This is an optimization exercise on Yosys and OpenROAD, whose aim is small area, a short achievable clock period and few clock cycles per item, not a production implementation. Where RTL was checked, it was by simulation tests only, not by an equivalence proof against the original. Only the layout flow was run in runs 4 to 6; the RTL was not checked for function there. No activity file was given, so power comes from the tool's default toggle rates.

==> design/flow/design.v <==
package lwd_pkg;
    localparam int TIME_W = 32;
    localparam logic [TIME_W-1:0] TMO0_RST     = 32'd6000;
    localparam logic [TIME_W-1:0] TMO1_RST     = 32'd6000;
    localparam logic [TIME_W-1:0] TMO2_RST     = 32'd10000;
    localparam logic [TIME_W-1:0] COOLDOWN_RST = 32'd900000;
endpackage
module lwd_late
(
    input  logic [31:0] now,
    input  logic [31:0] t,
    input  logic [31:0] lim,
    output logic        late
);
    logic [31:0] s;
    logic [31:0] c;
    logic [33:0] y;
    logic        wrap;
    assign s    = lim ^ t ^ ~now;
    assign c    = (lim & t) | (lim & ~now) | (t & ~now);
    assign y    = {2'b00, s} + {1'b0, c, 1'b0} + 34'd1;
    assign wrap = now < t;
    assign late = wrap ? !y[33] : (y[33:32] == 2'b00);
endmodule
import lwd_pkg::*;
module multi_module_liveness_watchdog_core
(
    input  logic        clk,
    input  logic        rst_n,
    input  logic        item_valid,
    output logic        item_stall,
    input  logic        command,
    input  logic [1:0]  module_req,
    input  logic [31:0] now_ms,
    output logic        result_valid,
    input  logic        result_stall,
    output logic        reboot,
    output logic [1:0]  reboot_module,
    output logic [2:0]  error_mask,
    output logic [1:0]  remembered_failure,
    input  logic        cfg_valid,
    output logic        cfg_ready,
    input  logic [1:0]  cfg_index,
    input  logic [31:0] cfg_data
);
    logic [31:0] tmo0_reg, tmo1_reg, tmo2_reg, cdn_reg;
    logic [31:0] kick0_reg, kick1_reg, kick2_reg;
    logic [31:0] start_reg;
    logic        deg_reg;         
    logic [1:0]  fail_reg;
    logic        iv_reg;
    logic        icmd_reg;
    logic [1:0]  imr_reg;
    logic [31:0] inow_reg;
    logic        ov_reg, sv_reg;
    logic [7:0]  ores_reg, sres_reg;
    logic        stall_reg;
    logic        accept;
    logic        hold;
    logic        commit;
    logic        late0, late1, late2, cool;
    logic        rb;
    logic [1:0]  rbmod;
    logic        deg_n;
    logic [1:0]  fail_n;
    logic [2:0]  mask_n;
    logic [7:0]  res_n;
    logic        we0, we1, we2;
    logic        iv_n, ov_n, sv_n;
    assign cfg_ready  = 1'b1;
    assign item_stall = stall_reg;
    assign accept     = item_valid && !stall_reg;
    lwd_late u_l0 (.now(inow_reg), .t(kick0_reg), .lim(tmo0_reg), .late(late0));
    lwd_late u_l1 (.now(inow_reg), .t(kick1_reg), .lim(tmo1_reg), .late(late1));
    lwd_late u_l2 (.now(inow_reg), .t(kick2_reg), .lim(tmo2_reg), .late(late2));
    lwd_late u_lc (.now(inow_reg), .t(start_reg), .lim(cdn_reg),  .late(cool));
    always_comb
    begin
        logic [1:0] f;
        logic       d;
        logic       lt;
        f     = fail_reg;
        d     = deg_reg;
        rb    = 1'b0;
        rbmod = 2'd0;
        for (int i = 0; i < 3; i++)
        begin
            lt = (i == 0) ? late0 : (i == 1) ? late1 : late2;
            if (!rb)
            begin
                if (!lt)
                begin
                    if (f == 2'(i))
                    begin
                        f = 2'd3;
                        d = 1'b0;
                    end
                end
                else if (f == 2'(i))
                begin
                    if (d && cool)
                    begin
                        rb    = 1'b1;
                        rbmod = 2'(i);
                        f     = 2'(i);
                        d     = 1'b0;
                    end
                    d = !rb;
                end
                else
                begin
                    rb    = 1'b1;
                    rbmod = 2'(i);
                    f     = 2'(i);
                    d     = 1'b0;
                end
            end
        end
        if (!icmd_reg)
        begin
            f     = fail_reg;
            d     = deg_reg;
            rb    = 1'b0;
            rbmod = 2'd0;
        end
        fail_n = f;
        deg_n  = d;
        mask_n = d ? ((f == 2'd0) ? 3'b001 : (f == 2'd1) ? 3'b010 : 3'b100) : 3'b000;
        res_n  = {rb, rbmod, mask_n, f};
    end
    assign hold   = iv_reg && ov_reg && sv_reg && result_stall;
    assign commit = iv_reg && !hold;
    assign iv_n = accept || hold;
    assign ov_n = (!ov_reg || !result_stall) ? (sv_reg || commit) : 1'b1;
    assign sv_n = (!ov_reg || !result_stall) ? (sv_reg && commit) : (sv_reg || commit);
    assign we0 = commit && (rb || (!icmd_reg && imr_reg == 2'd0));
    assign we1 = commit && (rb || (!icmd_reg && imr_reg == 2'd1));
    assign we2 = commit && (rb || (!icmd_reg && imr_reg == 2'd2));
    always_ff @(posedge clk or negedge rst_n)
    begin
        if (!rst_n)
        begin
            tmo0_reg  <= TMO0_RST;
            tmo1_reg  <= TMO1_RST;
            tmo2_reg  <= TMO2_RST;
            cdn_reg   <= COOLDOWN_RST;
            kick0_reg <= '0;
            kick1_reg <= '0;
            kick2_reg <= '0;
            deg_reg   <= 1'b0;
            fail_reg  <= 2'd3;
            iv_reg    <= 1'b0;
            ov_reg    <= 1'b0;
            sv_reg    <= 1'b0;
            stall_reg <= 1'b0;
        end
        else
        begin
            if (cfg_valid)
            begin
                case (cfg_index)
                    2'd0: tmo0_reg <= cfg_data;
                    2'd1: tmo1_reg <= cfg_data;
                    2'd2: tmo2_reg <= cfg_data;
                    default: cdn_reg <= cfg_data;
                endcase
            end
            if (we0) kick0_reg <= inow_reg;
            if (we1) kick1_reg <= inow_reg;
            if (we2) kick2_reg <= inow_reg;
            if (commit)
            begin
                deg_reg  <= deg_n;
                fail_reg <= fail_n;
            end
            iv_reg    <= iv_n;
            ov_reg    <= ov_n;
            sv_reg    <= sv_n;
            stall_reg <= iv_n && ov_n && sv_n;
        end
    end
    always_ff @(posedge clk)
    begin
        if (!deg_reg)
        begin
            start_reg <= inow_reg;
        end
        if (!stall_reg)
        begin
            icmd_reg <= command;
            imr_reg  <= module_req;
            inow_reg <= now_ms;
        end
        if (!ov_reg || !result_stall)
        begin
            ores_reg <= sv_reg ? sres_reg : res_n;
        end
        if (!sv_reg || !result_stall)
        begin
            sres_reg <= res_n;
        end
    end
    assign result_valid       = ov_reg;
    assign {reboot, reboot_module, error_mask, remembered_failure} = ores_reg;
endmodule
==> design/flow/run.sh <==
#!/bin/bash
# synth_recipe.tcl (not shown) runs the flow's synth.tcl, then flattens the netlist and writes it again
# the make line also repeats each setting of config.mk as NAME=value (left out here)
make -C /OpenROAD-flow-scripts/flow DESIGN_CONFIG=/design/flow/config.mk WORK_HOME=/design/flow/orfs CLKGATE_MAP_FILE= SYNTH_SCRIPT=/design/flow/synth_recipe.tcl finish
==> design/flow/config.mk <==
export PLATFORM = sky130hd
export DESIGN_NAME = multi_module_liveness_watchdog_core
export DESIGN_NICKNAME = multi_module_liveness_watchdog_core
export VERILOG_FILES = /design/flow/design.v
export SDC_FILE = /design/flow/constraint.sdc
export NUM_CORES = 4
export LEC_CHECK = 0
export ABC_CLOCK_PERIOD_IN_PS = 3000
export CAP_MARGIN = 20
export CORE_MARGIN = 2
export CORE_UTILIZATION = 40
export SETUP_SLACK_MARGIN = 3.5
export SLEW_MARGIN = 20
export TNS_END_PERCENT = 100
==> design/flow/constraint.sdc <==
create_clock -name core_clock -period 7.0 [get_ports {clk}]
set_input_delay 1.4000 -clock core_clock [delete_from_list [all_inputs] [get_ports {clk}]]
set_output_delay 1.4000 -clock core_clock [all_outputs]
set_load 0.01 [all_outputs]
==> run summary, run 1 <==
Xor and xnor area share after synthesis -> 0%
RSZ-0062 raised after global routing -> yes
Die area -> 0.05508 mm^2
Vias in the first global route -> 15,492
Die Wd -> 234.7 um
Worst slew pin tran -> 0.9856 ns
Global-route wire length before repair -> 88,770 um
CP required -> 7.45 ns
Io pins -> 85
Via count -> 14,630
Gr ovfl total -> 0
Min cycle time layout -> 4.772 ns
Synth Cell Area -> 0.02129 mm^2
Final setup TNS -> 0 ns
Crit path max-delay family -> simple AND/OR/NAND/NOR gates
Ys async rst share -> 73.57%
Status -> finished clean
Most frequent cells in the layout -> inv_1, ha_1, dfrtp_1
Synth area leader -> dfrtp_1
Main synth FF type -> dfrtp_1
Distinct cells, synth -> 69
CTS tree -> done
Share of the synthesized area in the top cell type -> 23.39%
Synthesis-to-layout area growth -> 21.97%
Num CTS Buffers -> 40
Diode count -> 0
ANT nets after route -> 0
Initial drt markers -> 827
Worst-path clk slew -> 0.06 ns
Logic pwr share -> 58.9%
PortBufs -> 83
DP Area -> 0.02306 mm^2
CP max-delay cell -> fa_1
Global-route usage over all layers -> 20.75%
Setup Skew -> 0.02567 ns
Post-synthesis mux area share -> 10.37%
Root Driver -> clkbuf_16
Endpoints failing setup -> 0
Synth Warn # -> 1
Critical Path Source Type -> flop
Max Cap Viol -> 0
Int Pwr -> 0.007253 W
GP Congestion -> 0.9058
Area taken by multi-input logic gates -> 0.01150 mm^2
Fill count -> 4,717
Synthesized instance count -> 1,967
Critical path depth in cells -> 16
Worst-Skew Late Latency -> 0.58 ns
Crit path max fanout -> 6
CTS hold repair buffers -> 0
Vias/cell -> 5.052
Mean post-synth cell area -> 10.82 um^2
Fin. max-slew vios -> 0
Clock power share -> 17.6%
Net switching power -> 0.005388 W
Commonest non-fill, non-tap cell in the layout -> inv_1
DR WL/cell -> 19.73 um
CTS Sinks -> 314
Slew HR -> 33.60%
Post-synthesis register bit count -> 314
Initial Utilization -> 40.51%
Hold depth -> 1
Final worst-path cycle share -> 68.16%
Seq pwr share -> 23.5%
# rows -> 84
Maximum vdd ir drop -> 0.2571 mV
NumNets Final -> 2,626
Die Y -> 234.7 um
Adder-cell share of the synthesized area -> 26.66%
Final instance area -> 0.02597 mm^2
Initial antenna violation count -> 1
Critical Path AT -> 5.22 ns
Worst Setup End Kind -> flop
Pin count of the biggest net entering global routing -> 125
Pwr dens -> 486.8 mW/mm^2
Leak -> 12.89 nW
Drt pass-1 iters -> 5
Worst R2R Path Depth -> 16
Reg area -> 0.008313 mm^2
Largest family of logic cells by synthesized area -> adder cells
HP Class -> reg -> reg
Register area share after synthesis -> 39.05%
Dpl hpwl -> 39,210 um
Critical path class -> reg -> reg
Count of flip-flops with a built-in enable after synthesis -> 83
Fmax -> 209.6 MHz
Crit-path cells -> buf_4 -> fa_1 -> inv_1 -> ha_1 -> nand4_1 -> nor2_1 -> nand2_1 -> nor4_1 -> nor4_1 -> o21ai_2 -> inv_1 -> a221o_2 -> buf_12 -> nand4_4 -> clkbuf_16 -> mux2_4
Synth Net Count -> 2,417
Largest cells by area after synthesis -> dfrtp_1, ha_1, fa_1
CTS H-Tree Depth -> 2
CP Buf/Inv Count -> 5
Hold Vio Cnt, Final -> 0
Drt drc -> 0
Max clock buf depth -> 3
Core ar. -> 0.05255 mm^2
Net Sw Frac -> 42.62%
Crit path largest cell delay -> 0.51 ns
Ratio of cells with drive above 1 in the final layout -> 20.43%
Post-synthesis compound-gate area fraction -> 7.952%
Routed WL -> 57,130 um
Post-Synth Simple-Gate Area -> 6.048%
-- worst register-to-register path, delay by kind of cell (launching register included) --
kind	cells	cell delay, ns
multiplexers	1	0.30
AO/OA/AOI/OAI	2	0.85
adder cells (fa/ha/maj)	2	0.87
flip-flops	1	0.48
AND/OR/NAND/NOR	6	1.32
buffers and inverters	5	0.82
-- cell type report --
class | instances | area share [%]
clock buffers | 65 | 4.847
clock inverters | 9 | 0.5975
inverters | 518 | 7.488
multi-input cells | 1109 | 44.30
flip-flops and latches | 314 | 32.01
well taps | 688 | 3.315
repair buffers | 193 | 7.435
-- Yosys cell counts, types with 3 or more instances --
library cell,n
a221oi_1,6
buf_4,4
a21o_1,18
o22ai_1,3
dfstp_2,32
a21oi_1,88
o211ai_1,10
nor3_1,9
buf_6,6
o41ai_1,3
o21a_1,9
nor4_1,11
o21ai_0,74
inv_1,518
nor2_1,36
a211oi_1,11
a2111o_1,3
o22a_1,3
nand2_1,106
a2bb2oi_1,3
mux2_1,61
a211o_1,8
o2111ai_1,4
clkbuf_1,14
and2_1,4
nand2b_1,11
and3_1,4
ha_1,248
dfrtp_1,199
nor2b_1,6
mux2_2,135
nand4_1,32
or4_1,3
a2111oi_0,5
fa_1,128
buf_1,4
edfxtp_1,83
nand3_1,27
-- what timing repair did --
item,CTS,global route
endpoints found under the setup margin,115,115
pin swaps,13,28
buffers inserted,55,44
gates resized for setup,70,49
cloned,3,1
-- worst paths after layout --
path,startpoint,endpoint,slack (ns)
max in group asynchronous,rst_n,tmo1_reg[18],4.84
min,kick0_reg[24],kick0_reg[24],0.49
max,inow_reg[31],kick2_reg[3],2.23
min reg2reg,kick0_reg[24],kick0_reg[24],0.49
min in group asynchronous,rst_n,stall_reg,0.87
max reg2reg,inow_reg[31],kick2_reg[3],2.23
-- routing by layer --
layer  wire length (um)  track usage [%]  up-vias  part of all wire [%]
met5                  9                0        -                 0.016
met4               1381            5.658        2                   2.4
met3               1935            2.925       85                   3.4
met2              27950            35.29      235                    49
met1              25860            27.73     7371                    45
li1                   -                -     6937                     -
-- logic make-up after synthesis --
kind of cell | after synthesis
buffers and inverters | 546
adder cells (fa/ha/maj) | 377
flip-flops | 314
AO/OA/AOI/OAI | 269
AND/OR/NAND/NOR | 264
multiplexers | 196
other | 1
-- through the flow --
step | cells | total power [W] | setup slack, ns | utilization (%) | hold slack [ns]
3_5_place_dp | 2719 | 0.009339 | 1.277 | 43.89 | 0.4810
4_1_cts | 2851 | 0.01223 | 2.187 | 48.23 | 0.4936
6_report | 2896 | 0.01264 | 2.228 | 49.41 | 0.4889
3_3_place_gp | 2719 | 0.009126 | 1.347 | 43.89 | 0.4732
5_1_grt | 2896 | 0.01376 | 2.141 | 49.41 | 0.4990
2_1_floorplan | 1967 | 0.007379 | 2.922 | - | 0.4642
-- power by group through the flow --
| stage | clock network [W] | logic [W] | registers [W] |
|---|---|---|---|
| finish | 0.00223 | 0.00745 | 0.00297 |
| global placement | 0 | 0.00605 | 0.00308 |
| CTS | 0.00228 | 0.00696 | 0.00300 |
| global route | 0.00235 | 0.00836 | 0.00305 |
| detailed placement | 0 | 0.00624 | 0.00310 |
| floorplan | 0 | 0.00443 | 0.00295 |
Testbench counts, summed over its fixed seeds: cycles 12,016, items 12,000.
==> run 2, diff against run 1 <==
--- a/design/flow/config.mk
+++ b/design/flow/config.mk
@@ -5,10 +5,9 @@
 export SDC_FILE = /design/flow/constraint.sdc
 export NUM_CORES = 4
 export LEC_CHECK = 0
-export ABC_CLOCK_PERIOD_IN_PS = 3000
 export CAP_MARGIN = 20
 export CORE_MARGIN = 2
 export CORE_UTILIZATION = 40
-export SETUP_SLACK_MARGIN = 3.5
+export SETUP_SLACK_MARGIN = 2.5
 export SLEW_MARGIN = 20
 export TNS_END_PERCENT = 100
==> run 2 against run 1 <==
Compared with the run above: first-iteration DRC count decreased by 2.5%; highest routed layer is now met4; largest power group unchanged; critical endpoint is now kick0_reg[29]; maximum frequency decreased by 0.46%; area after synthesis unchanged; critical path type unchanged; critical path depth increased by 1; sequential share of layout area increased by 0.56 points.
==> run summary, run 2 <==
Status -> finished clean
Crit path max fanout -> 8 (+2)
PortBufs -> 83 (unchanged)
Global-route wire length before repair -> 88,600 um (-0.19%)
Drt pass-1 iters -> 6 (+1)
Fmax -> 208.6 MHz (-0.46%)
Pwr dens -> 473.9 mW/mm^2 (-2.7%)
Die Y -> 234.7 um (unchanged)
Die area -> 0.05508 mm^2 (unchanged)
Worst-path clk slew -> 0.06 ns (about the same)
Drt drc -> 0 (unchanged)
Root Driver -> clkbuf_16
Ratio of cells with drive above 1 in the final layout -> 19.31% (-1.1 points)
Routed WL -> 56,980 um (-0.27%)
Share of the synthesized area in the top cell type -> 23.39% (unchanged)
Synth Net Count -> 2,417 (unchanged)
Fill count -> 4,821 (+2.2%)
Die Wd -> 234.7 um (unchanged)
Crit path largest cell delay -> 0.52 ns (about the same)
CP dominant cell by count -> inv_2
Worst R2R Path Depth -> 17 (+1)
Endpoints failing setup -> 0 (unchanged)
Min cycle time layout -> 4.794 ns (+0.02209 ns)
Ys async rst share -> 73.57% (unchanged)
Diode count -> 0 (unchanged)
# rows -> 84 (unchanged)
Core ar. -> 0.05255 mm^2 (unchanged)
Crit-path cells -> inv_2 -> fa_1 -> inv_2 -> ha_4 -> a211o_1 -> a21oi_2 -> nand3_2 -> a32o_2 -> a2111o_1 -> a41oi_2 -> or2_4 -> nand4b_1 -> a221o_2 -> buf_6 -> o2111ai_4 -> clkbuf_16 -> mux2_4
Commonest non-fill, non-tap cell in the layout -> inv_1
Worst slew pin tran -> 0.9285 ns (-0.05707 ns)
Initial antenna violation count -> 0 (-1)
Maximum vdd ir drop -> 0.1930 mV (-25%)
Synthesized instance count -> 1,967 (unchanged)
Hold depth -> 1 (unchanged)
Synth area leader -> dfrtp_1
Most frequent cells in the layout -> inv_1, ha_1, dfrtp_1
Most common cell in the netlist -> inv_1
Setup Skew -> 0.02776 ns (+0.002089 ns)
CTS tree -> done
Num CTS Buffers -> 38 (-5.0%)
Mean post-synth cell area -> 10.82 um^2 (unchanged)
Final worst-path cycle share -> 68.48% (+0.32 points)
Critical Path AT -> 5.23 ns (about the same)
DP Area -> 0.02295 mm^2 (-0.48%)
DR WL/cell -> 19.79 um (+0.32%)
Slew HR -> 38.10% (+4.5 points)
Io pins -> 85 (unchanged)
RSZ-0062 raised after global routing -> yes
Final setup TNS -> 0 ns (unchanged)
Post-synthesis register bit count -> 314 (unchanged)
Leak -> 12.74 nW (-1.1%)
Critical path class -> reg -> reg
Synthesis-to-layout area growth -> 19.88%
ANT nets after route -> 0 (unchanged)
Worst-Skew Late Latency -> 0.57 ns (about the same)
Synth Warn # -> 1 (unchanged)
Hold Vio Cnt, Final -> 0 (unchanged)
Via count -> 14,611 (-0.13%)
Distinct cells, synth -> 69 (unchanged)
HP Class -> reg -> reg
CTS H-Tree Depth -> 2 (unchanged)
Critical Path Source Type -> flop
Count of flip-flops with a built-in enable after synthesis -> 83 (unchanged)
Max Cap Viol -> 0 (unchanged)
CP required -> 7.43 ns (-0.02 ns)
Register area share after synthesis -> 39.05% (unchanged)
Pin count of the biggest net entering global routing -> 123 (-1.6%)
Synth Cell Area -> 0.02129 mm^2 (unchanged)
Gr ovfl total -> 0 (unchanged)
Largest cells by area after synthesis -> dfrtp_1, ha_1, fa_1
GP Congestion -> 0.8822 (-2.6%)
Worst Setup End Kind -> flop
Global-route usage over all layers -> 20.77% (about the same)
CTS hold repair buffers -> 0 (unchanged)
Final instance area -> 0.02552 mm^2 (-1.7%)
CTS Sinks -> 314 (unchanged)
Dpl hpwl -> 39,900 um (+1.8%)
Max clock buf depth -> 3 (unchanged)
CP max-delay cell -> dfstp_2
Vias in the first global route -> 15,396 (-0.62%)
Initial Utilization -> 40.51% (unchanged)
Post-synth top cells -> inv_1, ha_1, dfrtp_1
NumNets Final -> 2,612 (-0.53%)
Fin. max-slew vios -> 0 (unchanged)
Vias/cell -> 5.075 (+0.46%)
Main synth FF type -> dfrtp_1
Initial drt markers -> 806 (-2.5%)
## run 2: cell types whose count changed in the layout (fill, tap and decap cells not counted), moves of 3 or more
cell      change
clkbuf_1      -8
a221oi_1      +3
o21ai_0       +4
mux2_1        -3
buf_4         +4
mux2_2        +3
buf_12        -7
clkinv_4      +3
clkinv_2      +6
buf_6        -12
clkbuf_8      -5
## run 2: kinds of logic after synthesis
family          share of synthesized area [%]
mux                                     10.37
other cells                           0.01761
simple gates                            6.048
fa+ha+maj                               26.66
compound gates                          7.952
buf+inv                                 9.909
flops                                   39.05
## run 2: cell type report
cell class / instances / area [um^2] / share of cell area [%]
clock buffer: 48 / 1060 / 4.153
clock inverter: 21 / 249.0 / 0.9756
multi-input combinational: 1107 / 11290 / 44.23
sequential: 314 / 8313 / 32.57
tap: 688 / 860.8 / 3.373
inverter: 518 / 1944 / 7.619
timing repair buffer: 183 / 1805 / 7.075
## run 2: power by group
part	leakage, nW	switching (W)	internal (W)
clock	0.651	0.000841	0.00126
sequential	3.56	0.000347	0.00260
combinational	8.53	0.00399	0.00305
## run 2: layer usage
| metal | track usage [%] | vias to the layer above | wire [um] |
|---|---|---|---|
| met2 | 37.06 | 282 | 28570 |
| met5 | 0 | - | 0 |
| met4 | 5.198 | 0 | 1450 |
| li1 | - | 6900 | - |
| met1 | 26.53 | 7342 | 24890 |
| met3 | 2.773 | 87 | 2076 |
## run 2: repair_timing
item	in CTS	in global routing
pin swaps	8	17
resized for setup	76	38
cloned	5	2
endpoints found under the setup margin	114	104
buffers inserted	57	24
## run 2: final timing paths
| check | start | end | slack [ns] |
|---|---|---|---|
| max | tmo0_reg[6] | kick0_reg[29] | 2.21 |
| min | kick2_reg[28] | kick2_reg[28] | 0.49 |
| max reg2reg | tmo0_reg[6] | kick0_reg[29] | 2.21 |
| min reg2reg | kick2_reg[28] | kick2_reg[28] | 0.49 |
| max in group asynchronous | rst_n | tmo1_reg[11] | 4.93 |
| min in group asynchronous | rst_n | tmo0_reg[29] | 0.89 |
## run 2: stage by stage
stage               total power, W  cells  utilization [%]  hold WS (ns)  setup WS [ns]
floorplan                 0.007209   1967                -        0.4642          2.807
global placement          0.008960   2721            43.65        0.4731          1.317
detailed placement        0.009130   2722            43.68        0.4809          1.217
CTS                        0.01187   2853            47.86        0.4948          2.292
global route               0.01321   2879            48.56        0.5042          2.103
finish                     0.01209   2879            48.56        0.4900          2.206
## run 2: critical path, delay by kind of cell, from the launching register on
| family | cells | cell delay (ns) |
|---|---|---|
| compound gates | 7 | 2.10 |
| buf+inv | 4 | 0.53 |
| simple gates | 3 | 0.46 |
| flops | 1 | 0.52 |
| mux | 1 | 0.31 |
| fa+ha+maj | 2 | 0.73 |
==> run 3, diff against run 2 <==
--- a/design/flow/config.mk
+++ b/design/flow/config.mk
@@ -8,6 +8,4 @@
 export CAP_MARGIN = 20
 export CORE_MARGIN = 2
 export CORE_UTILIZATION = 40
-export SETUP_SLACK_MARGIN = 2.5
 export SLEW_MARGIN = 20
-export TNS_END_PERCENT = 100
==> run 3 against run 2 <==
Compared with the run above: non-clock buffer count decreased by 88; die area unchanged; sequential cell count unchanged; worst hold slack got worse by 0.00066 ns; critical path depth decreased by 3; critical endpoint is now kick2_reg[30]; highest routed layer unchanged.
==> run summary, run 3 <==
Diode count -> 0 (unchanged)
Reg area -> 0.008313 mm^2 (unchanged)
Setup Skew -> 0.02577 ns (-0.001990 ns)
Fin. max-slew vios -> 0 (unchanged)
DR WL/cell -> 19.08 um (-3.6%)
Fill count -> 4,956 (+2.8%)
Root Driver -> clkbuf_16
Synth area leader -> dfrtp_1
Most frequent cells in the layout -> inv_1, ha_1, dfrtp_1
Die Y -> 234.7 um (unchanged)
Synthesized instance count -> 1,967 (unchanged)
Status -> finished clean
Pwr dens -> 461.3 mW/mm^2 (-2.6%)
Setup slack after layout -> 1.170 ns (-1.036 ns)
Max clock buf depth -> 3 (unchanged)
Reg2reg setup slack -> 1.17 ns (-1.04 ns)
Global-route usage over all layers -> 19.75% (-1.0 points)
Worst Setup End Kind -> flop
CTS Sinks -> 314 (unchanged)
Num CTS Buffers -> 38 (unchanged)
Register area share after synthesis -> 39.05% (unchanged)
Net switching power -> 0.004829 W (-6.8%)
Post-synth top cells -> inv_1, ha_1, dfrtp_1
Dpl hpwl -> 39,900 um (unchanged)
Die area -> 0.05508 mm^2 (unchanged)
ANT nets after route -> 0 (unchanged)
Worst-path clk slew -> 0.07 ns (about the same)
Net Sw Frac -> 43.15% (+0.30 points)
DP Area -> 0.02295 mm^2 (unchanged)
Largest cells by area after synthesis -> dfrtp_1, ha_1, fa_1
Initial Utilization -> 40.51% (unchanged)
# rows -> 84 (unchanged)
Core ar. -> 0.05255 mm^2 (unchanged)
Clock power share -> 18.7% (+1.3 points)
Vias/cell -> 5.044 (-0.61%)
Drt pass-1 iters -> 5 (-1)
Worst R2R Path Depth -> 14 (-3)
CP required -> 7.43 ns (about the same)
Max Cap Viol -> 0 (unchanged)
Area taken by multi-input logic gates -> 0.01089 mm^2 (-3.5%)
Leak -> 11.93 nW (-6.4%)
Post-CTS Setup Bufs -> 0 (-100%)
Vias in the first global route -> 15,025 (-2.4%)
Worst slew pin tran -> 1.100 ns (+0.1715 ns)
Worst setup path end -> kick2_reg[30]
Synth Warn # -> 1 (unchanged)
Routed WL -> 53,240 um (-6.6%)
Seq pwr share -> 27.3% (+2.9 points)
Commonest non-fill, non-tap cell in the layout -> inv_1
Via count -> 14,078 (-3.6%)
GP Congestion -> 0.8822 (unchanged)
Initial antenna violation count -> 0 (unchanged)
Final worst-path cycle share -> 83.28% (+15 points)
Worst-Skew Late Latency -> 0.56 ns (about the same)
PortBufs -> 83 (unchanged)
CTS tree -> done
End-of-flow core utilization -> 46.17% (-2.4 points)
Die Wd -> 234.7 um (unchanged)
Crit path max fanout -> 19 (+11)
Int Pwr -> 0.006363 W (-7.9%)
Worst reg2reg startpoint -> inow_reg[31]
CTS H-Tree Depth -> 2 (unchanged)
RSZ-0062 raised after global routing -> no
Main synth FF type -> dfrtp_1
Place WS -> 1.217 ns (unchanged)
CTS resizes -> 0 (-100%)
Ratio of cells with drive above 1 in the final layout -> 12.13% (-7.2 points)
Distinct cells, synth -> 69 (unchanged)
Io pins -> 85 (unchanged)
Slew HR -> 24.77% (-13 points)
Endpoints failing setup -> 0 (unchanged)
HP Class -> reg -> reg
Fmax -> 171.5 MHz (-18%)
Worst Setup SP -> inow_reg[31]
Mean post-synth cell area -> 10.82 um^2 (unchanged)
Drt drc -> 0 (unchanged)
Hold Vio Cnt, Final -> 0 (unchanged)
Final setup TNS -> 0 ns (unchanged)
Maximum vdd ir drop -> 0.1906 mV (-1.3%)
Critical path class -> reg -> reg
Post-synthesis register bit count -> 314 (unchanged)
Min cycle time layout -> 5.830 ns (+1.036 ns)
Most common cell in the netlist -> inv_1
Initial drt markers -> 697 (-14%)
Synthesis-to-layout area growth -> 13.96%
Count of flip-flops with a built-in enable after synthesis -> 83 (unchanged)
NumNets Final -> 2,524 (-3.4%)
Critical Path Source Type -> flop
Global-route wire length before repair -> 84,770 um (-4.3%)
Ys async rst share -> 73.57% (unchanged)
Synth Cell Area -> 0.02129 mm^2 (unchanged)
Reg2reg end -> kick2_reg[30]
CTS hold repair buffers -> 0 (unchanged)
Logic pwr share -> 54.0% (-4.2 points)
Gr ovfl total -> 0 (unchanged)
Synth Net Count -> 2,417 (unchanged)
Share of the synthesized area in the top cell type -> 23.39% (unchanged)
Final instance area -> 0.02426 mm^2 (-4.9%)
Pin count of the biggest net entering global routing -> 123 (unchanged)
Critical Path AT -> 6.26 ns (+1.03 ns)
-- run 3: cell count changes in the layout (fill, tap and decap cells not counted), moves of 5 or more --
| cell | change |
|---|---|
| buf_4 | -73 |
| mux2_1 | +48 |
| buf_12 | -6 |
| nor4_1 | +5 |
| o21ai_0 | +5 |
| mux2_4 | -50 |
-- run 3: through the flow --
| step | hold WS [ns] | cells | total power (W) |
|---|---|---|---|
| detailed placement | 0.4809 | 2722 | 0.009130 |
| global placement | 0.4731 | 2721 | 0.008960 |
| floorplan | 0.4642 | 1967 | 0.007209 |
| CTS | 0.4934 | 2791 | 0.01131 |
| global route | 0.5042 | 2791 | 0.01233 |
| finish | 0.4893 | 2791 | 0.01119 |
-- run 3: area by class of cell --
class | instances | share of cell area, %
Multi-Input combinational cell | 1107 | 44.88
Tap cell | 688 | 3.548
Clock inverter | 21 | 1.026
Timing Repair Buffer | 95 | 3.899
Clock buffer | 48 | 4.368
Sequential cell | 314 | 34.27
Inverter | 518 | 8.014
-- run 3: cells by family (layout without fill, tap and decap cells) --
kind of cell	count (synthesis)	after routing	synth area share, %
muxes	196	196	10.37
DFF	314	314	39.05
other	1	1	0.01761
and+or+nand+nor	264	264	6.048
adders and majority gates	377	377	26.66
buffers and inverters	546	682	9.909
AOI/OAI and AO/OA	269	269	7.952
-- run 3: metal layers --
| metal | wire (um) | GRT usage (%) | vias to the layer above |
|---|---|---|---|
| li1 | - | - | 6717 |
| met1 | 23670 | 25.34 | 7093 |
| met2 | 26830 | 35.04 | 197 |
| met3 | 1571 | 2.690 | 71 |
| met4 | 1166 | 4.967 | 0 |
| met5 | 0 | 0 | - |
-- run 3: worst min path at each step --
stage,startpoint,end,slack [ns],depth (start not counted)
5_1_grt,kick0_reg[30],kick0_reg[30],0.50,1
3_3_place_gp,kick2_reg[8],kick2_reg[8],0.47,1
3_5_place_dp,kick2_reg[21],kick2_reg[21],0.48,1
6_report,kick0_reg[1],kick0_reg[1],0.49,1
2_1_floorplan,kick0_reg[10],kick0_reg[10],0.46,1
4_1_cts,kick0_reg[24],kick0_reg[24],0.49,1
-- run 3: power groups by stage --
stage | combinational, W | sequential (W) | clock, W
5_1_grt | 0.00697 | 0.00314 | 0.00222
2_1_floorplan | 0.00427 | 0.00294 | 0
3_5_place_dp | 0.00604 | 0.00309 | 0
6_report | 0.00604 | 0.00306 | 0.00209
3_3_place_gp | 0.00590 | 0.00306 | 0
4_1_cts | 0.00610 | 0.00306 | 0.00215
-- run 3: critical path, stage by stage, from the launching register on --
cell	delay (ns)
edfxtp_1	0.65
fa_1	0.59
inv_1	0.09
ha_1	0.34
nand4_1	0.15
nor2_1	0.41
nand2_1	0.32
nor4_1	0.73
nor4_1	0.10
o21ai_0	0.42
inv_1	0.14
a221o_2	0.44
nand4_2	0.44
buf_4	0.47
mux2_1	0.36
==> run 4, diff against run 3 <==
--- a/design/flow/design.v
+++ b/design/flow/design.v
@@ -12,15 +12,34 @@
     input  logic [31:0] lim,
     output logic        late
 );
+    function automatic logic [1:0] gp_tree(input logic [31:0] g, input logic [31:0] p);
+        logic [31:0] gg;
+        logic [31:0] pp;
+        gg = g;
+        pp = p;
+        for (int w = 16; w >= 1; w = w / 2)
+        begin
+            for (int i = 0; i < w; i++)
+            begin
+                gg[i] = gg[2*i+1] | (pp[2*i+1] & gg[2*i]);
+                pp[i] = pp[2*i+1] & pp[2*i];
+            end
+        end
+        gp_tree = {gg[0], pp[0]};
+    endfunction
+    logic [31:0] nn;
     logic [31:0] s;
     logic [31:0] c;
-    logic [33:0] y;
-    logic        wrap;
-    assign s    = lim ^ t ^ ~now;
-    assign c    = (lim & t) | (lim & ~now) | (t & ~now);
-    assign y    = {2'b00, s} + {1'b0, c, 1'b0} + 34'd1;
-    assign wrap = now < t;
-    assign late = wrap ? !y[33] : (y[33:32] == 2'b00);
+    logic [31:0] b;
+    logic [1:0]  k;
+    logic [1:0]  w;
+    assign nn = ~now;
+    assign s  = lim ^ t ^ nn;
+    assign c  = (lim & t) | (lim & nn) | (t & nn);
+    assign b  = {c[30:0], 1'b1};
+    assign k  = gp_tree(s & b, s | b);       
+    assign w  = gp_tree(t & nn, t | nn);     
+    assign late = w[1] ? !(c[31] & k[1]) : !(c[31] | k[1]);
 endmodule
 import lwd_pkg::*;
 module multi_module_liveness_watchdog_core
@@ -74,59 +93,39 @@
     lwd_late u_l1 (.now(inow_reg), .t(kick1_reg), .lim(tmo1_reg), .late(late1));
     lwd_late u_l2 (.now(inow_reg), .t(kick2_reg), .lim(tmo2_reg), .late(late2));
     lwd_late u_lc (.now(inow_reg), .t(start_reg), .lim(cdn_reg),  .late(cool));
+    logic [2:0] late;
+    logic [2:0] rbv;
+    logic       dc;
+    logic       late_f;
+    logic       fvalid;
+    assign late   = {late2, late1, late0};
+    assign dc     = deg_reg && cool;
+    assign rbv[0] = late[0] && (fail_reg != 2'd0 || dc);
+    assign rbv[1] = late[1] && (fail_reg != 2'd1 || dc);
+    assign rbv[2] = late[2] && (fail_reg != 2'd2 || dc);
+    assign fvalid = (fail_reg != 2'd3);
+    assign late_f = late[fail_reg];
     always_comb
     begin
-        logic [1:0] f;
-        logic       d;
-        logic       lt;
-        f     = fail_reg;
-        d     = deg_reg;
-        rb    = 1'b0;
-        rbmod = 2'd0;
-        for (int i = 0; i < 3; i++)
-        begin
-            lt = (i == 0) ? late0 : (i == 1) ? late1 : late2;
-            if (!rb)
-            begin
-                if (!lt)
-                begin
-                    if (f == 2'(i))
-                    begin
-                        f = 2'd3;
-                        d = 1'b0;
-                    end
-                end
-                else if (f == 2'(i))
-                begin
-                    if (d && cool)
-                    begin
-                        rb    = 1'b1;
-                        rbmod = 2'(i);
-                        f     = 2'(i);
-                        d     = 1'b0;
-                    end
-                    d = !rb;
-                end
-                else
-                begin
-                    rb    = 1'b1;
-                    rbmod = 2'(i);
-                    f     = 2'(i);
-                    d     = 1'b0;
-                end
-            end
-        end
+        rb    = icmd_reg && (rbv != 3'b000);
+        rbmod = !icmd_reg ? 2'd0 : rbv[0] ? 2'd0 : rbv[1] ? 2'd1 : rbv[2] ? 2'd2 : 2'd0;
         if (!icmd_reg)
         begin
-            f     = fail_reg;
-            d     = deg_reg;
-            rb    = 1'b0;
-            rbmod = 2'd0;
-        end
-        fail_n = f;
-        deg_n  = d;
-        mask_n = d ? ((f == 2'd0) ? 3'b001 : (f == 2'd1) ? 3'b010 : 3'b100) : 3'b000;
-        res_n  = {rb, rbmod, mask_n, f};
+            fail_n = fail_reg;
+            deg_n  = deg_reg;
+        end
+        else if (rbv != 3'b000)
+        begin
+            fail_n = rbmod;
+            deg_n  = 1'b0;
+        end
+        else
+        begin
+            fail_n = (fvalid && !late_f) ? 2'd3 : fail_reg;
+            deg_n  = fvalid && late_f;
+        end
+        mask_n = deg_n ? ((fail_n == 2'd0) ? 3'b001 : (fail_n == 2'd1) ? 3'b010 : 3'b100) : 3'b000;
+        res_n  = {rb, rbmod, mask_n, fail_n};
     end
     assign hold   = iv_reg && ov_reg && sv_reg && result_stall;
     assign commit = iv_reg && !hold;
--- a/design/flow/config.mk
+++ b/design/flow/config.mk
@@ -8,4 +8,6 @@
 export CAP_MARGIN = 20
 export CORE_MARGIN = 2
 export CORE_UTILIZATION = 40
+export SETUP_SLACK_MARGIN = 4.5
 export SLEW_MARGIN = 20
+export TNS_END_PERCENT = 100
==> run 4 against run 3 <==
Compared with the run above: via count down 1.9%; clock power down 4%; die area down 13%; clock skew about the same; critical path depth down 1; sequential cell count unchanged; synthesized cell count down 20%; worst hold slack better by 0.013 ns; register-to-register slack better by 1.5 ns.
==> run summary, run 4 <==
Most frequent cells in the layout -> inv_1, dfrtp_1, fa_1
PortBufs -> 83 (unchanged)
Worst setup path end -> ores_reg[0]
Worst Setup SP -> inow_reg[23]
CTS H-Tree Depth -> 2 (unchanged)
Initial drt markers -> 1,169 (+68%)
RSZ-0062 raised after global routing -> yes
Main synth FF type -> dfrtp_1
Post-synth top cells -> inv_1, dfrtp_1, fa_1
Count of flip-flops with a built-in enable after synthesis -> 83 (unchanged)
HP Class -> reg -> reg
Routed WL -> 57,720 um (+8.4%)
Worst-Skew Late Latency -> 0.56 ns (about the same)
Pwr dens -> 480.0 mW/mm^2 (+4.1%)
Mean post-synth cell area -> 11.72 um^2 (+8.3%)
Reg2reg end -> ores_reg[0]
Final worst-path cycle share -> 61.17% (-22 points)
Seq pwr share -> 27.8% (+0.5 points)
Net Sw Frac -> 41.14% (-2.0 points)
Worst reg2reg startpoint -> inow_reg[23]
Root Driver -> clkbuf_16
Leak -> 9.903 nW (-17%)
Critical Path AT -> 4.57 ns (-1.69 ns)
Ratio of cells with drive above 1 in the final layout -> 27.77% (+16 points)
# rows -> 78 (-7.1%)
Synthesis-to-layout area growth -> 26.71%
Initial Utilization -> 40.67% (+0.16 points)
DR WL/cell -> 23.38 um (+23%)
Endpoints failing setup -> 0 (unchanged)
Largest cells by area after synthesis -> dfrtp_1, fa_1, edfxtp_1
Distinct cells, synth -> 79 (+14%)
Post-synthesis register bit count -> 314 (unchanged)
Diode count -> 0 (unchanged)
Critical Path Source Type -> flop
ANT nets after route -> 0 (unchanged)
Via count -> 13,808 (-1.9%)
Worst-path clk slew -> 0.06 ns (about the same)
Worst R2R Path Depth -> 13 (-1)
Die Wd -> 219.3 um (-6.6%)
Vias in the first global route -> 14,191 (-5.6%)
Hold Vio Cnt, Final -> 0 (unchanged)
Num CTS Buffers -> 37 (-2.6%)
Slew HR -> 47.08% (+22 points)
Max clock buf depth -> 3 (unchanged)
Max Cap Viol -> 0 (unchanged)
Commonest non-fill, non-tap cell in the layout -> inv_1
Setup Skew -> 0.02529 ns (-0.0004828 ns)
Share of the synthesized area in the top cell type -> 26.86% (+3.5 points)
Synth Cell Area -> 0.01854 mm^2 (-13%)
Synthesized instance count -> 1,582 (-20%)
Status -> finished clean
Global-route usage over all layers -> 24.05% (+4.3 points)
Net switching power -> 0.004639 W (-3.9%)
NumNets Final -> 2,045 (-19%)
GP Congestion -> 0.8896 (+0.84%)
Min cycle time layout -> 4.282 ns (-1.548 ns)
Gr ovfl total -> 0 (unchanged)
Vias/cell -> 5.593 (+11%)
Critical path class -> reg -> reg
Maximum vdd ir drop -> 0.2108 mV (+11%)
Drt drc -> 0 (unchanged)
Die Y -> 219.3 um (-6.6%)
Most common cell in the netlist -> inv_1
Reg2reg setup slack -> 2.72 ns (+1.55 ns)
CP required -> 7.29 ns (-0.14 ns)
Place WS -> 1.486 ns (+0.2685 ns)
Drt pass-1 iters -> 6 (+1)
Final setup TNS -> 0 ns (unchanged)
Die area -> 0.04808 mm^2 (-13%)
Ys async rst share -> 73.57% (unchanged)
Worst Setup End Kind -> flop
Crit path max fanout -> 4 (-15)
Setup slack after layout -> 2.718 ns (+1.548 ns)
Dpl hpwl -> 37,660 um (-5.6%)
Synth Warn # -> 2 (+1)
Int Pwr -> 0.006636 W (+4.3%)
Core ar. -> 0.04558 mm^2 (-13%)
Synth Net Count -> 1,784 (-26%)
Fin. max-slew vios -> 0 (unchanged)
CTS hold repair buffers -> 0 (unchanged)
Synth area leader -> dfrtp_1
Global-route wire length before repair -> 86,030 um (+1.5%)
CTS Sinks -> 314 (unchanged)
Worst slew pin tran -> 0.7939 ns (-0.3062 ns)
Register area share after synthesis -> 44.84% (+5.8 points)
Io pins -> 85 (unchanged)
CTS tree -> done
Logic pwr share -> 54.5% (+0.5 points)
Fmax -> 233.6 MHz (+36%)
Pin count of the biggest net entering global routing -> 172 (+40%)
Clock power share -> 17.7% (-1.0 points)
Initial antenna violation count -> 0 (unchanged)
Total power -> 0.01128 W (+0.74%)
run 4: cell types whose count changed after synthesis, moves of 28 or more:
| cell | delta |
|---|---|
| ha_1 | -248 |
| maj3_1 | +41 |
| nand4_1 | -28 |
| o22ai_1 | +45 |
| a21oi_1 | -49 |
| nand2b_1 | +37 |
| nand2_1 | -30 |
| mux2_1 | -35 |
| nor2b_1 | +36 |
| mux2i_1 | +70 |
| inv_1 | -295 |
run 4: worst min-delay path by stage:
stage | cells after the start | end | from
floorplan | 0 | start_reg[5] | inow_reg[5]
global placement | 1 | tmo1_reg[23] | tmo1_reg[23]
detailed placement | 1 | tmo2_reg[14] | tmo2_reg[14]
CTS | 1 | tmo2_reg[14] | tmo2_reg[14]
global route | 1 | tmo2_reg[29] | tmo2_reg[29]
finish | 1 | tmo2_reg[21] | tmo2_reg[21]
run 4: per-layer routing:
metal | part of all wire [%] | up-vias | global-route usage [%] | wire, um
li1 | - | 6144 | - | -
met1 | 43 | 7096 | 32.09 | 24640
met2 | 47 | 454 | 38.89 | 27100
met3 | 6.2 | 114 | 3.812 | 3573
met4 | 4.2 | 0 | 10.43 | 2404
met5 | 0 | - | 0 | 0
run 4: cell type report:
| class | instances | area (um^2) |
|---|---|---|
| Tap cell | 600 | 750.7 |
| Clock buffer | 49 | 1021 |
| Multi-Input combinational cell | 994 | 9632 |
| Fill cell | 3936 | 22090 |
| Sequential cell | 314 | 8313 |
| Timing Repair Buffer | 252 | 2610 |
| Inverter | 244 | 963.4 |
| Clock inverter | 16 | 198.9 |
run 4: kinds of logic after synthesis:
group / Yosys count / synth area share [%]
DFF: 314 / 44.84
and+or+nand+nor: 288 / 8.018
buffers and inverters: 274 / 5.744
adders and majority gates: 176 / 16.46
AOI/OAI and AO/OA: 315 / 12.37
muxes: 214 / 12.55
other: 1 / 0.02023
run 4: critical path, cell delays in order, from the launching register on:
cell      delay [ns]
edfxtp_1        0.46
buf_4           0.18
fa_1            0.46
a222oi_1        0.73
nand4_1         0.30
buf_4           0.22
a211oi_2        0.13
nor2_1          0.08
o2111a_1        0.13
maj3_2          0.34
or4_4           0.45
a41oi_4         0.20
inv_2           0.08
mux2_4          0.25
run 4: power by group through the flow:
stage	Clock (W)	Combinational [W]	Sequential (W)
global placement	0	0.00465	0.00319
floorplan	0	0.00347	0.00300
global route	0.00211	0.00662	0.00321
CTS	0.00204	0.00565	0.00312
finish	0.00200	0.00614	0.00313
detailed placement	0	0.00475	0.00321
run 4: metrics by stage:
stage	utilization, %	hold slack [ns]	std cells	cell area (um^2)
after floorplan	-	0.4206	1582	18730
after global placement	44.38	0.4876	2245	20230
after detailed placement	44.38	0.4930	2245	20230
after CTS	49.90	0.5050	2414	22740
after global routing	51.54	0.5085	2469	23490
final	51.54	0.5022	2469	23490
run 4: timing repair:
| item | CTS | global route |
|---|---|---|
| gates resized for setup | 139 | 61 |
| cloned | 7 | 4 |
| pin swaps | 34 | 25 |
| endpoints found under the setup margin | 224 | 183 |
| setup buffers | 97 | 50 |
| endpoints found under the hold margin | 0 | 0 |
==> run 5, diff against run 4 <==
--- a/design/flow/config.mk
+++ b/design/flow/config.mk
@@ -8,6 +8,6 @@
 export CAP_MARGIN = 20
 export CORE_MARGIN = 2
 export CORE_UTILIZATION = 40
-export SETUP_SLACK_MARGIN = 4.5
+export SETUP_SLACK_MARGIN = 3.5
 export SLEW_MARGIN = 20
 export TNS_END_PERCENT = 100
==> run 5 against run 4 <==
Compared with the run above: critical endpoint unchanged; clock-buffer cell count is 6 higher; critical path type unchanged; sequential share of layout area is 0.070 points lower; critical path depth is 2 lower; largest cell class unchanged; sequential power hardly changed; non-clock buffer count is 2 higher.
==> run summary, run 5 <==
Initial Utilization -> 40.67% (unchanged)
Leak -> 9.890 nW (-0.13%)
CTS tree -> done
Setup Skew -> 0.02953 ns (+0.004247 ns)
Synthesized instance count -> 1,582 (unchanged)
Synthesis-to-layout area growth -> 26.98%
NumNets Final -> 2,047 (+0.098%)
Final instance area -> 0.02354 mm^2 (+0.21%)
Crit path max fanout -> 4 (unchanged)
Synth Net Count -> 1,784 (unchanged)
Grt peak-use layer -> met2
Critical path class -> reg -> reg
Critical Path Source Type -> flop
Most frequent cells in the layout -> inv_1, dfrtp_1, fa_1
Hold depth -> 1 (unchanged)
GP Congestion -> 0.8781 (-1.3%)
Post-synthesis register bit count -> 314 (unchanged)
Total power -> 0.01141 W (+1.2%)
Worst slew pin tran -> 0.8958 ns (+0.1019 ns)
Synth area leader -> dfrtp_1
CTS H-Tree Depth -> 2 (unchanged)
Largest family of logic cells by synthesized area -> adder cells
Fmax -> 237.6 MHz (+1.7%)
Synth Warn # -> 2 (unchanged)
Die Wd -> 219.3 um (unchanged)
Ys async rst share -> 73.57% (unchanged)
Post-Synth Simple-Gate Area -> 8.018% (unchanged)
Worst reg2reg startpoint -> inow_reg[21]
Drt pass-1 iters -> 6 (unchanged)
Crit path max-delay family -> compound AO/OA/AOI/OAI gates
Via count -> 13,717 (-0.66%)
Adder-cell share of the synthesized area -> 16.46% (unchanged)
Final setup TNS -> 0 ns (unchanged)
Worst-Skew Late Latency -> 0.57 ns (about the same)
Met2 Use GR -> 40.62% (+1.7 points)
Share of the synthesized area in the top cell type -> 26.86% (unchanged)
Vias/cell -> 5.544 (-0.86%)
Largest cells by area after synthesis -> dfrtp_1, fa_1, edfxtp_1
Max clock buf depth -> 3 (unchanged)
Endpoints failing setup -> 0 (unchanged)
Met3 Use GR -> 2.938% (-0.87 points)
Crit path largest cell delay -> 0.56 ns (-0.17 ns)
Most common cell in the netlist -> inv_1
Diode count -> 0 (unchanged)
Pwr dens -> 484.7 mW/mm^2 (+0.97%)
Hold WS -> 0.5038 ns (+0.001567 ns)
Mean post-synth cell area -> 11.72 um^2 (unchanged)
Gr ovfl total -> 0 (unchanged)
Dpl hpwl -> 37,950 um (+0.76%)
Hold Vio Cnt, Final -> 0 (unchanged)
Routed WL -> 57,030 um (-1.2%)
CTS hold repair buffers -> 0 (unchanged)
Num CTS Buffers -> 37 (unchanged)
Hold Path End -> tmo1_reg[27]
Distinct cells, synth -> 79 (unchanged)
GR Util met1 -> 32.95% (+0.86 points)
Io pins -> 85 (unchanged)
Core ar. -> 0.04558 mm^2 (unchanged)
CP required -> 7.30 ns (about the same)
HP Class -> reg -> reg
Initial drt markers -> 1,283 (+9.8%)
Status -> finished clean
Pin count of the biggest net entering global routing -> 141 (-18%)
CP Buf/Inv Count -> 1 (-2)
Register area share after synthesis -> 44.84% (unchanged)
Slew HR -> 40.28% (-6.8 points)
Global-route wire length before repair -> 87,800 um (+2.1%)
Main synth FF type -> dfrtp_1
Fin. max-slew vios -> 0 (unchanged)
Post-synthesis mux area share -> 12.55% (unchanged)
Commonest non-fill, non-tap cell in the layout -> inv_1
Post-synthesis compound-gate area fraction -> 12.37% (unchanged)
Synth Cell Area -> 0.01854 mm^2 (unchanged)
Fill count -> 3,925 (-0.28%)
ANT nets after route -> 0 (unchanged)
Xor and xnor area share after synthesis -> 0% (unchanged)
CP max-delay cell -> fa_1
Reg2reg setup slack -> 2.79 ns (+0.07 ns)
PortBufs -> 83 (unchanged)
Worst R2R Path Depth -> 11 (-2)
Count of flip-flops with a built-in enable after synthesis -> 83 (unchanged)
Worst-path clk slew -> 0.06 ns (about the same)
DP Area -> 0.02022 mm^2 (about the same)
Initial antenna violation count -> 0 (unchanged)
Die Y -> 219.3 um (unchanged)
Global-route usage over all layers -> 24.41% (+0.36 points)
Crit-path cells -> fa_1 -> a222oi_1 -> nand4_1 -> nor4_2 -> a211oi_2 -> o2111a_1 -> maj3_2 -> or4_4 -> a41oi_4 -> inv_2 -> mux2_4
Critical Path AT -> 4.51 ns (-0.06 ns)
# rows -> 78 (unchanged)
Worst Hold Launch -> tmo1_reg[27]
Max Cap Viol -> 0 (unchanged)
DR WL/cell -> 23.05 um (-1.4%)
Root Driver -> clkbuf_16
RSZ-0062 raised after global routing -> yes
Final worst-path cycle share -> 60.12% (-1.0 points)
Die area -> 0.04808 mm^2 (unchanged)
Worst Setup End Kind -> flop
Vias in the first global route -> 14,513 (+2.3%)
Maximum vdd ir drop -> 0.2429 mV (+15%)
Min cycle time layout -> 4.208 ns (-0.07345 ns)
Post-synth top cells -> inv_1, dfrtp_1, fa_1
Reg2reg end -> ores_reg[0]
Ratio of cells with drive above 1 in the final layout -> 28.07% (+0.30 points)
Drt drc -> 0 (unchanged)
CTS Sinks -> 314 (unchanged)
==> run 5: what timing repair did <==
action	in CTS	in global routing
cloned	9	1
endpoints found under the setup margin	115	115
buffers inserted	132	19
gates resized for setup	147	15
pin swaps	58	32
==> run 5: per-stage QoR <==
stage | setup WS, ns | std cells | util, %
global placement | 1.564 | 2245 | 44.36
global route | 2.663 | 2474 | 51.65
detailed placement | 1.524 | 2245 | 44.36
finish | 2.792 | 2474 | 51.65
floorplan | 3.127 | 1582 | -
CTS | 2.871 | 2454 | 51.12
==> run 5: cell type report <==
cell class / instances / area, um^2 / share of cell area, %
multi-input combinational: 994 / 9694 / 41.18
sequential: 314 / 8314 / 35.32
clock buffer: 55 / 1106 / 4.699
clock inverter: 13 / 101.3 / 0.4306
inverter: 244 / 962.2 / 4.088
timing repair buffer: 254 / 2610 / 11.09
tap: 600 / 750.7 / 3.189
==> run 5: how the worst max path moves through the flow <==
stage,startpoint,endpoint,slack [ns],cells past startpoint
after floorplan,inow_reg[31],ores_reg[0],3.13,13
after global placement,inow_reg[4],kick2_reg[20],1.56,13
after detailed placement,inow_reg[4],kick2_reg[12],1.52,13
after CTS,tmo1_reg[12],kick1_reg[31],2.87,15
after global routing,inow_reg[22],kick1_reg[8],2.66,20
final,inow_reg[21],ores_reg[0],2.79,11
==> run 5: metal layers <==
metal  share of wire [%]  vias to the layer above
met5                   0                        -
met4                 3.4                        0
met3                 4.9                      107
met2                  49                      439
met1                  43                     7018
li1                    -                     6153
==> run 5: cells by family after synthesis <==
kind of cell | after synthesis
AOI/OAI and AO/OA | 315
adders and majority gates | 176
buffers and inverters | 274
DFF | 314
muxes | 214
other | 1
and+or+nand+nor | 288
==> run 5: power by group <==
| part | internal, W | switching, W | total [W] |
|---|---|---|---|
| Combinational | 0.00298 | 0.00335 | 0.00633 |
| Clock | 0.00113 | 0.000809 | 0.00194 |
| Sequential | 0.00257 | 0.000568 | 0.00313 |
| Total | 0.00668 | 0.00473 | 0.0114 |
==> run 6, diff against run 5 <==
--- a/design/flow/config.mk
+++ b/design/flow/config.mk
@@ -8,6 +8,7 @@
 export CAP_MARGIN = 20
 export CORE_MARGIN = 2
 export CORE_UTILIZATION = 40
+export CTS_BUF_LIST = sky130_fd_sc_hd__clkbuf_4 sky130_fd_sc_hd__clkbuf_8
 export SETUP_SLACK_MARGIN = 3.5
 export SLEW_MARGIN = 20
 export TNS_END_PERCENT = 100
==> run 6 against run 5 <==
Compared with the run above: first-iteration DRC count decreased by 3.0%; largest cell class unchanged; still clean; largest power group unchanged; area after synthesis unchanged; combinational power increased by 2%; sequential cell count unchanged.
==> run summary, run 6 <==
CTS hold repair buffers -> 0 (unchanged)
Diode count -> 0 (unchanged)
Worst Setup SP -> inow_reg[27]
# rows -> 78 (unchanged)
Via count -> 13,911 (+1.4%)
Fill count -> 3,952 (+0.69%)
Slew HR -> 40.04% (-0.24 points)
Post-synthesis register bit count -> 314 (unchanged)
Most frequent cells in the layout -> inv_1, dfrtp_1, fa_1
Root Driver -> clkbuf_8
Global-route wire length before repair -> 87,940 um (+0.16%)
CTS tree -> done
Worst slew pin tran -> 0.8994 ns (+0.003620 ns)
Core ar. -> 0.04558 mm^2 (unchanged)
Pin count of the biggest net entering global routing -> 141 (unchanged)
Reg2reg end -> kick2_reg[16]
Ratio of cells with drive above 1 in the final layout -> 30.82% (+2.8 points)
Setup Skew -> 0.02634 ns (-0.003190 ns)
Num CTS Buffers -> 55 (+49%)
Largest cells by area after synthesis -> dfrtp_1, fa_1, edfxtp_1
Critical Path Source Type -> flop
CTS Sinks -> 314 (unchanged)
Initial antenna violation count -> 0 (unchanged)
Register area share after synthesis -> 44.84% (unchanged)
DP Area -> 0.02022 mm^2 (unchanged)
Critical Path AT -> 4.85 ns (+0.34 ns)
Reg2reg setup slack -> 2.72 ns (-0.07 ns)
Max Cap Viol -> 0 (unchanged)
Gr ovfl total -> 0 (unchanged)
Main synth FF type -> dfrtp_1
HP Class -> reg -> reg
Crit path max fanout -> 5 (+1)
Share of the synthesized area in the top cell type -> 26.86% (unchanged)
Area taken by multi-input logic gates -> 0.009771 mm^2 (+0.79%)
Max clock buf depth -> 3 (unchanged)
Dpl hpwl -> 37,950 um (unchanged)
Worst R2R Path Depth -> 19 (+8)
Final setup TNS -> 0 ns (unchanged)
Initial Utilization -> 40.67% (unchanged)
Final worst-path cycle share -> 61.19% (+1.1 points)
Vias/cell -> 5.540 (about the same)
Die Y -> 219.3 um (unchanged)
Fmax -> 233.5 MHz (-1.7%)
Post-synth top cells -> inv_1, dfrtp_1, fa_1
Final instance area -> 0.02366 mm^2 (+0.49%)
Pwr dens -> 482.2 mW/mm^2 (-0.51%)
Most common cell in the netlist -> inv_1
Endpoints failing setup -> 0 (unchanged)
NumNets Final -> 2,067 (+0.98%)
Leak -> 9.975 nW (+0.86%)
Count of flip-flops with a built-in enable after synthesis -> 83 (unchanged)
CTS H-Tree Depth -> 2 (unchanged)
Synth Warn # -> 2 (unchanged)
Worst-path clk slew -> 0.07 ns (about the same)
Initial drt markers -> 1,245 (-3.0%)
GP Congestion -> 0.8781 (unchanged)
Io pins -> 85 (unchanged)
Ys async rst share -> 73.57% (unchanged)
Worst-Skew Late Latency -> 0.66 ns (+0.09 ns)
Commonest non-fill, non-tap cell in the layout -> inv_1
ANT nets after route -> 0 (unchanged)
End-of-flow core utilization -> 51.90% (+0.26 points)
Global-route usage over all layers -> 24.37% (-0.048 points)
Distinct cells, synth -> 79 (unchanged)
Min cycle time layout -> 4.283 ns (+0.07475 ns)
Synth Cell Area -> 0.01854 mm^2 (unchanged)
Status -> finished clean
Critical path class -> reg -> reg
Reg area -> 0.008313 mm^2 (about the same)
Drt drc -> 0 (unchanged)
Vias in the first global route -> 14,693 (+1.2%)
Die Wd -> 219.3 um (unchanged)
Hold Vio Cnt, Final -> 0 (unchanged)
Worst reg2reg startpoint -> inow_reg[27]
Maximum vdd ir drop -> 0.2079 mV (-14%)
Synth area leader -> dfrtp_1
Worst Setup End Kind -> flop
Mean post-synth cell area -> 11.72 um^2 (unchanged)
PortBufs -> 83 (unchanged)
Synthesized instance count -> 1,582 (unchanged)
DR WL/cell -> 22.89 um (-0.71%)
RSZ-0062 raised after global routing -> yes
Drt pass-1 iters -> 6 (unchanged)
Die area -> 0.04808 mm^2 (unchanged)
Routed WL -> 57,480 um (+0.77%)
Synthesis-to-layout area growth -> 27.61%
Synth Net Count -> 1,784 (unchanged)
Worst setup path end -> kick2_reg[16]
CP required -> 7.56 ns (+0.26 ns)
Fin. max-slew vios -> 0 (unchanged)
Hold depth -> 1 (unchanged)
-- run 6: cell counts after synthesis --
No cell type changed its count.
-- run 6: layer usage --
layer / track usage [%] / part of all wire [%] / vias up
met3: 3.645 / 5.5 / 126
li1: - / - / 6197
met4: 8.514 / 3.5 / 0
met1: 32.59 / 42 / 7095
met5: 0 / 0 / -
met2: 40.40 / 49 / 493
-- run 6: cells by family after synthesis --
kind of cell / after synthesis / share of synthesized area, %
buffers and inverters: 274 / 5.744
AOI/OAI and AO/OA: 315 / 12.37
adders and majority gates: 176 / 16.46
muxes: 214 / 12.55
DFF: 314 / 44.84
other: 1 / 0.02023
and+or+nand+nor: 288 / 8.018
-- run 6: worst min-delay path by stage --
stage,start,end,slack (ns)
6_report,tmo1_reg[27],tmo1_reg[27],0.50
4_1_cts,tmo2_reg[1],tmo2_reg[1],0.51
5_1_grt,tmo2_reg[23],tmo2_reg[23],0.52
2_1_floorplan,inow_reg[5],start_reg[5],0.42
3_3_place_gp,tmo2_reg[27],tmo2_reg[27],0.49
3_5_place_dp,tmo2_reg[7],tmo2_reg[7],0.49
-- run 6: worst max-delay path, stage by stage (launching register included) --
cell	delay, ns
edfxtp_1	0.42
buf_6	0.15
fa_1	0.58
a222oi_1	0.11
buf_4	0.15
buf_6	0.11
a21bo_1	0.18
maj3_2	0.36
o21ai_2	0.18
o2111ai_2	0.13
maj3_2	0.38
a21oi_4	0.18
nor3_4	0.07
buf_6	0.14
a221oi_4	0.29
buf_12	0.18
buf_12	0.11
buf_16	0.12
buf_6	0.11
mux2i_1	0.24
-- run 6: stage by stage --
step / setup WS (ns) / total power (W) / hold slack (ns) / std cells
detailed placement: 1.524 / 0.007975 / 0.4945 / 2245
global route: 2.597 / 0.01210 / 0.5177 / 2511
CTS: 2.899 / 0.01101 / 0.5096 / 2481
finish: 2.717 / 0.01141 / 0.5044 / 2511
global placement: 1.564 / 0.007884 / 0.4911 / 2245
floorplan: 3.127 / 0.006461 / 0.4206 / 1582
-- run 6: final cells by class --
type	instances	area share, %
well taps	600	3.174
flip-flops and latches	314	35.14
multi-input cells	994	41.30
clock buffers	92	4.718
repair buffers	256	11.32
inverters	244	4.110
clock inverters	11	0.2274
-- run 6: repair_timing --
action,CTS,global route
buffers inserted,124,29
cloned,9,1
setup endpoints to repair,115,115
pin swaps,40,20
resized for setup,161,43
-- run 6: power by group --
group | switching [W] | leakage, nW | internal, W | total [W]
logic | 0.00342 | 5.80 | 0.00304 | 0.00646
registers | 0.000573 | 3.54 | 0.00257 | 0.00314
clock network | 0.000807 | 0.640 | 0.00100 | 0.00181
total | 0.00480 | 9.98 | 0.00660 | 0.0114

[re-timing with driven ports]
No port has a modelled driver above. Below, the same layouts with a new extraction and two added sets of constraints. Step 1 assumes that a clkbuf_16 drives the clock port and a buf_2 every other input. Step 2 moves the port delays by t, midway between the first and last clock arrival at a register: inputs arrive t later, outputs are due t later. That takes back most of the time a late clock gives input paths. Slacks: no drivers / after step 1 / after step 2; pairs: no drivers / after step 1.
run | shift t [ns] | slack for setup (ns) | clock arrival spread, ns | pins driven straight from the clock port
run 1 | 0.624 | 2.228 / 2.228 / 2.228 | 0.026 / 0.026 | 1
run 2 | 0.610 | 2.206 / 2.206 / 2.206 | 0.028 / 0.028 | 1
run 3 | 0.612 | 1.170 / 1.170 / 1.170 | 0.026 / 0.026 | 1
run 4 | 0.603 | 2.718 / 2.718 / 2.718 | 0.026 / 0.025 | 1
run 5 | 0.613 | 2.792 / 2.792 / 2.792 | 0.029 / 0.029 | 1
run 6 | 0.701 | 2.717 / 2.717 / 2.717 | 0.026 / 0.026 | 1
After both steps setup and hold are still met in every run listed.
